Context: an optimization exercise on an open-source flow, tuned for small area. The choices shown serve that exercise and are no tape-out recipe. Function was checked by simulation only, so behaviour that the tests miss may differ from the original. No activity file was given, so power comes from the tool's default toggle rates.

`design/flow/design.v`:
```
package mesh_pkg;
  localparam int ROWS   = 26;
  localparam int COLS   = 18;
  localparam int THRESH = 5;
  localparam int CELLS  = ROWS * COLS;
  function automatic int cell_index(input int r, input int c, input int cols);
    cell_index = r * cols + c;
  endfunction
  function automatic int west_of(input int k, input int cols);
    int r;
    int c;
    r = k / cols;
    c = k % cols;
    west_of = r * cols + ((c + cols - 1) % cols);
  endfunction
  function automatic int north_of(input int k, input int rows, input int cols);
    int r;
    int c;
    r = k / cols;
    c = k % cols;
    north_of = ((r + rows - 1) % rows) * cols + c;
  endfunction
endpackage
module mesh_cell (
  input  logic [1:0] i_own,
  input  logic [1:0] i_west,
  input  logic [1:0] i_north,
  output logic       o_flag_n
);
  logic w_p_n;
  logic w_q_n;
  mesh_ao32_n u_p (
    .i_a0 (i_own[0]), .i_a1 (i_west[0]), .i_a2 (i_north[0]),
    .i_b0 (i_west[1]), .i_b1 (i_north[1]),
    .o_y_n (w_p_n)
  );
  mesh_oa32_n u_q (
    .i_a0 (i_own[0]), .i_a1 (i_west[0]), .i_a2 (i_north[0]),
    .i_b0 (i_west[1]), .i_b1 (i_north[1]),
    .o_y_n (w_q_n)
  );
  mesh_maj_n u_maj (
    .i_p_n (w_p_n),
    .i_q_n (w_q_n),
    .i_c   (i_own[1]),
    .o_y_n (o_flag_n)
  );
endmodule
module mesh_ao32_n (
  input  logic i_a0, i_a1, i_a2, i_b0, i_b1,
  output logic o_y_n
);
  assign o_y_n = ~((i_a0 & i_a1 & i_a2) | (i_b0 & i_b1));
endmodule
module mesh_oa32_n (
  input  logic i_a0, i_a1, i_a2, i_b0, i_b1,
  output logic o_y_n
);
  assign o_y_n = ~((i_a0 | i_a1 | i_a2) & (i_b0 | i_b1));
endmodule
module mesh_maj_n (
  input  logic i_p_n, i_q_n, i_c,
  output logic o_y_n
);
  assign o_y_n = ~((~i_p_n & ~i_q_n) | (i_c & ~(i_p_n & i_q_n)));
endmodule
module mesh_or2 (
  input  logic i_a, i_b,
  output logic o_y
);
  assign o_y = i_a | i_b;
endmodule
module twobit_26x18_mesh #(
  parameter int ROWS   = mesh_pkg::ROWS,
  parameter int COLS   = mesh_pkg::COLS,
  parameter int THRESH = mesh_pkg::THRESH
) (
  input  logic                       clk,
  input  logic                       rst,
  input  logic [2*ROWS*COLS-1:0]     inp,
  output logic [ROWS*COLS-1:0]       out
);
  localparam int NCELLS = ROWS * COLS;
  logic [NCELLS-1:0][1:0] w_in;
  logic [NCELLS-1:0]      w_flags_n;
  logic [NCELLS-1:0]      r_flag_n_q;   
  logic [NCELLS-1:0]      r_out_q;
  logic                   r_rst_q;
  logic                   w_clr;
  assign w_in = inp;
  genvar gi, gj;
  generate
    for (gi = 0; gi < ROWS; gi++) begin : g_row
      for (gj = 0; gj < COLS; gj++) begin : g_col
        localparam int K  = mesh_pkg::cell_index(gi, gj, COLS);
        localparam int KW = mesh_pkg::west_of(K, COLS);
        localparam int KN = mesh_pkg::north_of(K, ROWS, COLS);
        mesh_cell u_cell (
          .i_own    (w_in[K]),
          .i_west   (w_in[KW]),
          .i_north  (w_in[KN]),
          .o_flag_n (w_flags_n[K])
        );
      end
    end
  endgenerate
  mesh_or2 u_clr (
    .i_a (rst),
    .i_b (r_rst_q),
    .o_y (w_clr)
  );
  always_ff @(posedge clk) begin
    r_rst_q    <= rst;
    r_flag_n_q <= w_flags_n;
    r_out_q    <= ~(r_flag_n_q | {NCELLS{w_clr}});
  end
  assign out = r_out_q;
endmodule
```
`design/flow/flow/run.sh`:
```
#!/bin/bash
# Own layout flow: the standard ORFS flow, with these changes.
#  1. Synthesis is synth_recipe.tcl unchanged except that ABC maps each module
#     for area with a plain "map -a" (flow/abc_map.script), so the small gate
#     modules of the RTL each become the one cell they describe.
#  2. The port buffers that ORFS inserts are the smallest buffer, buf_1.
#  3. The clock tree uses small clock buffers and no dummy loads.
#  4. IO pins may sit one routing track apart, so the die can be smaller.
# Each tool's full output goes to a log file of its own in this folder.
set -euo pipefail
W=$(pwd)
RES=$W/orfs/results/$FLOW_PLATFORM/twobit_26x18_mesh/base

cat > $W/own_synth.tcl <<EOT
proc abc {args} {
  set i [lsearch -exact \$args -script]
  if {\$i >= 0} { set args [lreplace \$args \$i [expr {\$i + 1}]] }
  set i [lsearch -exact \$args -D]
  if {\$i >= 0} { set args [lreplace \$args \$i [expr {\$i + 1}]] }
  yosys abc -script $W/flow/abc_map.script {*}\$args
}
source $W/synth_recipe.tcl
EOT

MK=(make -C "$FLOW_HOME" DESIGN_CONFIG="$W/config.mk" WORK_HOME="$W/orfs" CLKGATE_MAP_FILE=
    SYNTH_SCRIPT="$W/own_synth.tcl"
    "BUFFER_PORTS_ARGS=-buffer_cell sky130_fd_sc_hd__buf_1"
    "PLACE_PINS_ARGS=-min_distance 1 -min_distance_in_tracks"
    "CTS_ARGS=-sink_clustering_enable -repair_clock_nets -dont_use_dummy_load -buf_list {sky130_fd_sc_hd__clkbuf_8} -sink_clustering_size 24 -sink_clustering_max_diameter 40")

"${MK[@]}" synth > "$W/synth.log" 2>&1
"${MK[@]}" finish > "$W/layout.log" 2>&1

: # left out here: write the final layout as DEF
```
`design/flow/flow/abc_map.script`:
```
strash
map -a
topo
stime -c
```
`design/flow/standard.sh`:
```
#!/bin/bash
# synth_recipe.tcl (not shown) runs the flow's synth.tcl, then flattens the netlist and writes it again
# the make line also repeats each setting of config.mk as NAME=value (left out here)
make -C /OpenROAD-flow-scripts/flow DESIGN_CONFIG=/design/flow/config.mk WORK_HOME=/design/flow/orfs CLKGATE_MAP_FILE= SYNTH_SCRIPT=/design/flow/synth_recipe.tcl "${@:-finish}"
```
`design/flow/config.mk`:
```
export PLATFORM = sky130hd
export DESIGN_NAME = twobit_26x18_mesh
export DESIGN_NICKNAME = twobit_26x18_mesh
export VERILOG_FILES = /design/flow/design.v
export SDC_FILE = /design/flow/constraint.sdc
export NUM_CORES = 4
export LEC_CHECK = 0
export CAP_MARGIN = 20
export CORE_AREA = 5 5 275 275
export DIE_AREA = 0 0 280 280
export SLEW_MARGIN = 20
export SYNTH_HIERARCHICAL = 1
```
`design/flow/constraint.sdc`:
```
create_clock -name core_clock -period 4.0 [get_ports {clk}]
set_input_delay 0.8000 -clock core_clock [delete_from_list [all_inputs] [get_ports {clk}]]
set_output_delay 0.8000 -clock core_clock [all_outputs]
set_load 0.01 [all_outputs]
```
==> run notes, run 1 <==
syn avg cell area 9.230 µm²; Post-synth ARST share 0%; number of fill cells 6939; clock latency (worst-skew pair) 790 ps; RSZ-0062 raised after global routing no; cts bufs inserted 136; clk sinks 937; largest stage delay on the critical path 560 ps; fin area 43330 µm²; Pleak 15.15 nW; Reg power frac 52.3%; area of the multi-input gates 15820 µm²; Sw Share 28.68%; post-synth top area share 54.25%; yosys warns 7; Buffers on Ports 1405; drt pass-1 iters 8; count of final setup violators 0; CP endpoint kind output pin; Avg WL per Cell 26.87 µm; flip-flop and latch area 18760 µm²; Vias 39607; top_reg_cell synth dfxtp_1; Hold WC Path Type input port to flip-flop; count leader, synth dfxtp_1; antenna-violating nets left 0; placed cell area 41180 µm²; Initial Util 47.63%; largest family of logic cells by synthesized area compound AO/OA/AOI/OAI gates; Synth area leader dfxtp_1; detail-routed via count per cell 6.223; compound-gate portion of the synthesized area 30.49%; Area Overhead vs Synth 25.32%; root buffer cell clkbuf_8; Max Freq 0.4087 GHz; core area 72590 µm²; GPL Wtd Cong 1.039; H-tree depth 4; met3 usage 22.83%; largest net degree at the start of global routing 109; crit-path cells buf_1; Final min period 2447 ps; combinational power share 15.6%; global-route wire length before repair 234800 µm; Routed WL 171000 µm; WP data required 3200 ps; Worst-Margin Slew 732.2 ps; Post-synth top cells dfxtp_1 (937), nor2_1 (936); CP Launch Type flip-flop; clk_skew 71.73 ps; # hold bufs at CTS 0; register area share after synthesis 54.25%; CP top delay family buffers and inverters; # DRC 0; Worst slew margin 51.39%; max cap viols 0; HPWL after DPL 135200 µm; Synth Net Count 4684; Psw 0.005664 W; WS Path Type flip-flop to output pin; Final Hold Viols 0; Simple-Gate Fraction of Synth Area 15.26%; vias in the first global route 34682; crit path buf inv count 1; global routing's busiest layer met2; CTS tree done; mux cell area share after synthesis 0%; PD cells 455.8 nW/µm²; met2 usage 57.29%; critical path arrival 1650 ps; post-synthesis xor/xnor area fraction 0%; met1 Usage GRT 46.55%; GR Util All Layers 40.62%; Initial DRC Count 3835; initial antenna violation count 143; area of the die 78400 µm²; top-level I/O count 1406; critical path fanouts, max 1; post-synth cell types 7; Cell Int Power 0.01408 W; number of synthesized register bits 937; fraction of layout cells with a size suffix above 1 2.757%; DIE WIDTH 280 µm; maximum vdd drop 353.2 µV; Slew Viols, Final 0; Area contributors post-synth dfxtp_1 (54%), a32oi_1 (12%), o32ai_1 (12%); grt total ovfl 0; Setup Buffers After CTS 0; number of synthesized flops with an enable pin 0; Cells after Synth 3746; clock network power share 32.0%; post_cts resized 0; Setup TNS 0 ps; synthesized area 34570 µm²; Final period util 61.17%; clk buf depth 3; final net count 6236; critical path's slowest cell buf_1; outcome complete, no violations; FP Rows 99; clock transition at the registers of the reported paths 80 ps; Die Ht 280 µm; Synth Area in Adders 0%
-- cell type report --
cell class | count | area share [%]
Timing Repair Buffer | 1414 | 12.47
Clock buffer | 136 | 4.320
Antenna cell | 110 | 0.6353
Tap cell | 959 | 2.769
Multi-Input combinational cell | 2809 | 36.51
Sequential cell | 937 | 43.29
-- state kept, by name, summed over array words and instances, names as in the netlist --
register    flops
r_flag_n_q    468
r_out_q       468
r_rst_q         1
-- modules after synthesis, one instance, submodules excluded, excerpt --
module,cells,copies in the design
twobit_26x18_mesh,1405,1
mesh_ao32_n,1,468
mesh_oa32_n,1,468
mesh_maj_n,3,468
mesh_or2,1,1
-- cell usage in the layout, fill, tap and decap left out --
master	instances
a21oi_1	468
a32oi_1	468
buf_1	1405
buf_12	5
buf_4	4
clkbuf_8	136
dfxtp_1	937
diode_2	110
nand2_1	468
nor2_1	936
o32ai_1	468
or2_4	1
-- stage by stage --
stage	util [%]	worst slack [ps]	instances	total power, W	hold slack [ps]
after global routing	59.58	1454	6332	0.02053	107.8
final	59.69	1553	6365	0.01975	124.0
after global placement	56.73	1921	6119	0.01342	362.8
after detailed placement	56.73	1892	6119	0.01350	365.3
after CTS	59.31	1674	6255	0.01971	74.24
after floorplan	-	452.9	3746	0.01186	362.7
-- routing by layer --
metal	routed length (µm)	part of all wire, %
met5	466	0.27
met3	25370	15
met2	71140	42
met1	61100	36
met4	12960	7.6
-- power groups by stage --
stage / combinational (W) / clock, W / sequential [W]
2_1_floorplan: 0.00125 / 0 / 0.0106
3_3_place_gp: 0.00290 / 0 / 0.0105
3_5_place_dp: 0.00298 / 0 / 0.0105
4_1_cts: 0.00299 / 0.00640 / 0.0103
6_report: 0.00309 / 0.00632 / 0.0103
5_1_grt: 0.00335 / 0.00678 / 0.0104
-- final timing paths --
path,startpoint,end,slack [ps],cells after the start
worst max-delay path,r_out_q[218],out[218],1550,1
worst min-delay path,rst,r_rst_q,120,1
worst max register to register,r_rst_q,r_out_q[75],2440,3
worst min register to register,r_flag_n_q[466],r_out_q[466],330,1
-- cell families after synthesis --
family,after synthesis
flip-flops,937
AO/OA/AOI/OAI,1404
AND/OR/NAND/NOR,1405
==> run 2, diff against run 1 <==
--- a/design/flow/flow/run.sh
+++ b/design/flow/flow/run.sh
@@ -28,3 +28,3 @@
     "PLACE_PINS_ARGS=-min_distance 1 -min_distance_in_tracks"
-    "CTS_ARGS=-sink_clustering_enable -repair_clock_nets -dont_use_dummy_load -buf_list {sky130_fd_sc_hd__clkbuf_8} -sink_clustering_size 24 -sink_clustering_max_diameter 40")
+    "CTS_ARGS=-sink_clustering_enable -repair_clock_nets -dont_use_dummy_load -buf_list {sky130_fd_sc_hd__clkbuf_16} -sink_clustering_size 36 -sink_clustering_max_diameter 60")
 
==> run 2 against run 1 <==
Against the previous run: sequential share of layout area increased by 0.20 points; wire length decreased by 0.81%; combinational power hardly changed; via count down 0.74%; critical path depth unchanged; clock skew down 18 ps; setup slack improved by 240 ps; critical endpoint is now out[252]; synthesized area unchanged; synthesized cell count stayed put; still clean; total power shrank 1.3%.
==> run notes, run 2 <==
critical path arrival 1410 ps (-240 ps); H-tree depth 3 (-1); Sw Share 28.15% (-0.53 points); Worst slew margin 52.17% (+0.78 points); Final min period 2208 ps (-239.2 ps); flop2flop setup slack 2500 ps (+60 ps); drt pass-1 iters 8 (unchanged); Post-synth top cells dfxtp_1 (937), nor2_1 (936); Die Ht 280 µm (unchanged); Reg power frac 53.0% (+0.7 points); # hold bufs at CTS 0 (unchanged); Cell Int Power 0.01400 W (-0.57%); post_cts resized 0 (unchanged); maximum vdd drop 402.5 µV (+14%); Initial DRC Count 3758 (-2.0%); DIE WIDTH 280 µm (unchanged); GPL Wtd Cong 1.039 (unchanged); Final period util 55.19% (-6.0 points); max cap viols 0 (unchanged); outcome complete, no violations; Synth area leader dfxtp_1; count of final setup violators 0 (unchanged); post-route setup slack 1792 ps (+239.2 ps); Setup TNS 0 ps (unchanged); syn avg cell area 9.230 µm² (unchanged); CP Launch Type flip-flop; area of the die 78400 µm² (unchanged); critical path fanouts, max 1 (unchanged); final net count 6166 (-1.1%); Psw 0.005487 W (-3.1%); grt total ovfl 0 (unchanged); top-level I/O count 1406 (unchanged); clk_skew 53.84 ps (-17.89 ps); PD cells 451.9 nW/µm² (-0.86%); largest net degree at the start of global routing 109 (unchanged); combinational power share 15.8% (+0.2 points); WP data required 3200 ps (about the same); Pleak 14.98 nW (-1.1%); Post-synth ARST share 0% (unchanged); commonest non-fill, non-tap cell in the layout buf_1; top_reg_cell synth dfxtp_1; number of synthesized flops with an enable pin 0 (unchanged); placed cell area 41180 µm² (unchanged); largest stage delay on the critical path 470 ps (-90 ps); register area share after synthesis 54.25% (unchanged); HPWL after DPL 135200 µm (unchanged); WS Path Type flip-flop to output pin; biggest regs r_flag_n_q x468, r_out_q x468, r_rst_q x1; Avg WL per Cell 26.91 µm (+0.13%); # DRC 0 (unchanged); crit-path cells buf_1; Initial Util 47.63% (unchanged); Final Hold Viols 0 (unchanged); Worst-Margin Slew 717.4 ps (-14.73 ps); r2r startpoint r_rst_q; count leader, synth dfxtp_1; root buffer cell clkbuf_16; FP Rows 99 (unchanged); CP endpoint kind output pin; clock latency (worst-skew pair) 630 ps (-160 ps); Setup Buffers After CTS 0 (unchanged); clk buf depth 3 (unchanged); fin area 43130 µm² (-0.45%); worst setup path end out[252]; GR Util All Layers 40.35% (-0.27 points); FF-to-FF End r_out_q[75]; vias in the first global route 34274 (-1.2%); global-route wire length before repair 233700 µm (-0.44%); Crit. path cell count 1 (unchanged); Routed WL 169600 µm (-0.81%); commonest cells after routing, fill and taps aside buf_1 (1405), dfxtp_1 (937), nor2_1 (936); overall power 0.01949 W (-1.3%); Cells after Synth 3746 (unchanged); post-synth top area share 54.25% (unchanged); Area contributors post-synth dfxtp_1 (54%), a32oi_1 (12%), o32ai_1 (12%); Setup crit start r_out_q[252]; CTS tree done; fraction of layout cells with a size suffix above 1 1.454% (-1.3 points); core area 72590 µm² (unchanged); clock network power share 31.2% (-0.8 points); cts bufs inserted 66 (-51%); CP top delay family buffers and inverters; Vias 39313 (-0.74%); yosys warns 7 (unchanged); Hold WC Path Type flip-flop to flip-flop; synthesized area 34570 µm² (unchanged); clock transition at the registers of the reported paths 90 ps (about the same); pre-CTS WS 1892 ps (unchanged); RSZ-0062 raised after global routing no; Synth Net Count 4684 (unchanged); r2r worst-path depth 3 (unchanged); detail-routed via count per cell 6.235 (+0.20%); Buffers on Ports 1405 (unchanged); post-synth cell types 7 (unchanged); Area Overhead vs Synth 24.75%; number of synthesized register bits 937 (unchanged); crit path buf inv count 1 (unchanged); initial antenna violation count 151 (+5.6%); antenna-violating nets left 0 (unchanged); Max Freq 0.4529 GHz (+11%); clk sinks 937 (unchanged); critical path's slowest cell buf_1; Slew Viols, Final 0 (unchanged)
-- run 2: cell count changes in the layout (fill, tap and decap cells not counted) --
cell	before	now
clkbuf_16	0	66
clkbuf_8	136	0
diode_2	110	120
-- run 2: kinds of logic after synthesis --
family | after synthesis | synth area share [%]
DFF | 937 | 54.25
and+or+nand+nor | 1405 | 15.26
AOI/OAI and AO/OA | 1404 | 30.49
-- run 2: power groups by stage --
| stage | Clock (W) | Sequential [W] | Combinational (W) |
|---|---|---|---|
| final | 0.00608 | 0.0103 | 0.00309 |
| after global routing | 0.00649 | 0.0104 | 0.00335 |
| after CTS | 0.00615 | 0.0103 | 0.00299 |
| after detailed placement | 0 | 0.0105 | 0.00298 |
| after global placement | 0 | 0.0105 | 0.00290 |
| after floorplan | 0 | 0.0106 | 0.00125 |
-- run 2: worst min-delay path by stage --
stage | from | end | slack, ps | cells past startpoint
4_1_cts | rst | r_rst_q | 320 | 1
3_5_place_dp | r_flag_n_q[407] | r_out_q[407] | 370 | 1
6_report | r_flag_n_q[214] | r_out_q[214] | 330 | 1
5_1_grt | r_flag_n_q[211] | r_out_q[211] | 340 | 1
3_3_place_gp | r_flag_n_q[457] | r_out_q[457] | 360 | 1
2_1_floorplan | r_flag_n_q[0] | r_out_q[0] | 360 | 1
-- run 2: modules after synthesis, one instance, submodules excluded, a selection --
module             cell area (µm²)  flip-flops and latches
mesh_ao32_n                  8.758                       0
mesh_or2                     6.256                       0
mesh_oa32_n                  8.758                       0
twobit_26x18_mesh            20510                     937
mesh_maj_n                   12.51                       0
-- run 2: area by class of cell --
cell class	instances	area, µm²
Sequential cell	937	18760
Clock buffer	66	1652
Fill cell	6942	29450
Timing Repair Buffer	1414	5404
Tap cell	959	1200
Multi-Input combinational cell	2809	15820
Antenna cell	120	300.3
-- run 2: per-stage QoR --
step / std cells / hold WS, ps / utilization (%)
after floorplan: 3746 / 362.7 / -
after global placement: 6119 / 362.8 / 56.73
after detailed placement: 6119 / 365.3 / 56.73
after CTS: 6185 / 316.3 / 59.01
after global routing: 6276 / 342.7 / 59.32
final: 6305 / 327.2 / 59.42
-- run 2: per-layer routing --
| layer | vias to the layer above | wire, µm | track usage (%) |
|---|---|---|---|
| met5 | - | 383 | 0.7326 |
| met4 | 62 | 13660 | 29.06 |
| met3 | 611 | 24760 | 21.96 |
| met2 | 2438 | 70420 | 56.73 |
| met1 | 18463 | 60410 | 46.32 |
| li1 | 17739 | - | - |
==> run 3, diff against run 2 <==
--- a/design/flow/flow/run.sh
+++ b/design/flow/flow/run.sh
@@ -28,3 +28,3 @@
     "PLACE_PINS_ARGS=-min_distance 1 -min_distance_in_tracks"
-    "CTS_ARGS=-sink_clustering_enable -repair_clock_nets -dont_use_dummy_load -buf_list {sky130_fd_sc_hd__clkbuf_16} -sink_clustering_size 36 -sink_clustering_max_diameter 60")
+    "CTS_ARGS=-sink_clustering_enable -repair_clock_nets -dont_use_dummy_load -buf_list {sky130_fd_sc_hd__clkbuf_8} -sink_clustering_size 20 -sink_clustering_max_diameter 50")
 
==> run 3 against run 2 <==
Against the previous run: clock power is 15% lower; utilization is 0.52 points lower; largest cell class unchanged; cell area is 0.88% lower; still clean; critical endpoint is now out[321]; critical path depth stayed put; register-to-register slack worse by 60 ps; wire length is 0.12% higher; worst hold slack worse by 120 ps; setup slack worse by 100 ps; first-iteration DRC count is 1.4% higher; synthesized cell count stayed put; die area stayed put.
==> run notes, run 3 <==
area of the die 78400 µm² (unchanged); count leader, synth dfxtp_1; detail-routed via count per cell 6.200 (-0.56%); Worst-Margin Slew 694.2 ps (-23.22 ps); fraction of layout cells with a size suffix above 1 1.942% (+0.49 points); Synth area leader dfxtp_1; Area contributors post-synth dfxtp_1 (54%), a32oi_1 (12%), o32ai_1 (12%); clk sinks 937 (unchanged); critical path fanouts, max 1 (unchanged); CP Launch Type flip-flop; Area Overhead vs Synth 23.66%; core area 72590 µm² (unchanged); Post-Route Utilization 58.90% (-0.52 points); Initial DRC Count 3810 (+1.4%); initial antenna violation count 146 (-3.3%); top-level I/O count 1406 (unchanged); post-synth top area share 54.25% (unchanged); FF-to-FF End r_out_q[75]; Post-synth top cells dfxtp_1 (937), nor2_1 (936); Max Freq 0.4332 GHz (-4.4%); fin area 42750 µm² (-0.88%); worst hold endpoint r_rst_q; critical path arrival 1510 ps (+100 ps); Hold WC Path Type input port to flip-flop; GPL Wtd Cong 1.039 (unchanged); Die Ht 280 µm (unchanged); grt total ovfl 0 (unchanged); Vias 39273 (-0.10%); largest net degree at the start of global routing 109 (unchanged); clk_skew 58.81 ps (+4.962 ps); commonest cells after routing, fill and taps aside buf_1 (1405), dfxtp_1 (937), nor2_1 (936); maximum vdd drop 337.3 µV (-16%); Final period util 57.71% (+2.5 points); WS Path Type flip-flop to output pin; Slew Viols, Final 0 (unchanged); CP endpoint kind output pin; flop2flop setup slack 2440 ps (-60 ps); cts bufs inserted 92 (+39%); drt pass-1 iters 8 (unchanged); r2r startpoint r_rst_q; GR Util All Layers 40.23% (-0.11 points); CTS tree done; number of fill cells 6994 (+0.75%); root buffer cell clkbuf_8; Pleak 14.83 nW (-1.0%); RSZ-0062 raised after global routing no; # hold bufs at CTS 0 (unchanged); Buffers on Ports 1405 (unchanged); post_cts resized 0 (unchanged); Routed WL 169800 µm (+0.12%); HPWL after DPL 135200 µm (unchanged); placed cell area 41180 µm² (unchanged); number of synthesized register bits 937 (unchanged); FP Rows 99 (unchanged); Setup TNS 0 ps (unchanged); register area share after synthesis 54.25% (unchanged); clock transition at the registers of the reported paths 110 ps (+20 ps); r2r worst-path depth 3 (unchanged); Hold Slack 210.7 ps (-116.5 ps); Worst slew margin 53.72% (+1.5 points); vias in the first global route 34209 (-0.19%); post-route setup slack 1691 ps (-100.7 ps); post-synth cell types 7 (unchanged); clock latency (worst-skew pair) 720 ps (+90 ps); # DRC 0 (unchanged); WP data required 3200 ps (about the same); DIE WIDTH 280 µm (unchanged); crit-path cells buf_1; pre-CTS WS 1892 ps (unchanged); PD cells 433.9 nW/µm² (-4.0%); final net count 6192 (+0.42%); yosys warns 7 (unchanged); antenna-violating nets left 0 (unchanged); hold_sp rst; count of final setup violators 0 (unchanged); Post-synth ARST share 0% (unchanged); syn avg cell area 9.230 µm² (unchanged); critical path's slowest cell buf_1; hold path depth 1 (unchanged); outcome complete, no violations; commonest non-fill, non-tap cell in the layout buf_1; crit path buf inv count 1 (unchanged); Cells after Synth 3746 (unchanged); global-route wire length before repair 233200 µm (-0.20%); number of synthesized flops with an enable pin 0 (unchanged); Final min period 2309 ps (+100.7 ps); biggest regs r_flag_n_q x468, r_out_q x468, r_rst_q x1; largest stage delay on the critical path 460 ps (about the same); max cap viols 0 (unchanged); Avg WL per Cell 26.82 µm (-0.34%); CP top delay family buffers and inverters; synthesized area 34570 µm² (unchanged); Final Hold Viols 0 (unchanged); H-tree depth 3 (unchanged); Initial Util 47.63% (unchanged); Synth Net Count 4684 (unchanged); Setup Buffers After CTS 0 (unchanged); clk buf depth 3 (unchanged); top_reg_cell synth dfxtp_1
==> run 3: cells by family (layout without fill, tap and decap cells) <==
family / count (synthesis) / count (layout) / synth area share [%]
AOI/OAI and AO/OA: 1404 / 1404 / 30.49
buffers and inverters: 0 / 1506 / 0
DFF: 937 / 937 / 54.25
other: 0 / 123 / 0
and+or+nand+nor: 1405 / 1405 / 15.26
==> run 3: per-stage QoR <==
step / std cells / total power (W)
floorplan: 3746 / 0.01186
CTS: 6211 / 0.01850
global placement: 6119 / 0.01342
global route: 6296 / 0.01929
detailed placement: 6119 / 0.01350
finish: 6334 / 0.01855
==> run 3: modules after synthesis, one instance, submodules excluded, a selection <==
module / cells inside / flip-flops and latches / cell area (µm²) / times used
twobit_26x18_mesh: 1405 / 937 / 20510 / 1
mesh_maj_n: 3 / 0 / 12.51 / 468
mesh_ao32_n: 1 / 0 / 8.758 / 468
mesh_oa32_n: 1 / 0 / 8.758 / 468
mesh_or2: 1 / 0 / 6.256 / 1
==> run 3: area by class of cell <==
class / instances / area (µm²) / area share, %
Antenna cell: 123 / 307.8 / 0.7199
Clock buffer: 92 / 1266 / 2.962
Multi-Input combinational cell: 2809 / 15820 / 37.00
Sequential cell: 937 / 18760 / 43.87
Tap cell: 959 / 1200 / 2.806
Timing Repair Buffer: 1414 / 5404 / 12.64
==> run 3: report_power, final <==
| group | internal, W | switching [W] |
|---|---|---|
| Clock | 0.00204 | 0.00310 |
| Sequential | 0.0101 | 0.000224 |
| Combinational | 0.000975 | 0.00211 |
==> run 3: per-layer routing <==
metal  vias to the layer above  part of all wire [%]  global-route usage, %
li1                      17776                     -                      -
met1                     18384                    36                  46.61
met2                      2467                    41                  56.67
met3                       582                    14                  21.39
met4                        64                   8.2                  28.58
met5                         -                  0.23                 0.4884
==> run 3: how the worst max path moves through the flow <==
stage	cells past startpoint	startpoint	to	slack [ps]
floorplan	2	rst	r_out_q[0]	450
global placement	4	rst	r_out_q[113]	1920
detailed placement	4	rst	r_out_q[75]	1890
CTS	1	r_out_q[335]	out[335]	1670
global route	1	r_out_q[217]	out[217]	1570
finish	1	r_out_q[321]	out[321]	1690

separate check: timing with driven ports:
Ports are ideal in the flow. The routed layouts listed here were re-timed in OpenROAD.
Step 1: set_driving_cell puts a clkbuf_16 on clk and a buf_2 on each other input, an assumption about the parent block.
Step 2 adds t to the input delays and takes it off the output delays; t is the mean of the earliest and latest rising clock arrival at the registers after step 1. Input paths then give back, and output paths get back, about the clock's delay inside the block.
Three values: ideal ports, drivers, drivers and shift; two values: the first two.
run	t (ns)	slack for setup (ns)	worst setup path at the end	worst slew at a driven data input, ns
run 1	0.827	1.553 / 1.485 / 1.870	input to register	0.24
run 2	0.673	1.792 / 1.721 / 1.867	input to register	0.23
run 3	0.757	1.691 / 1.625 / 1.866	input to register	0.25
After both steps setup and hold are still met in every run listed.
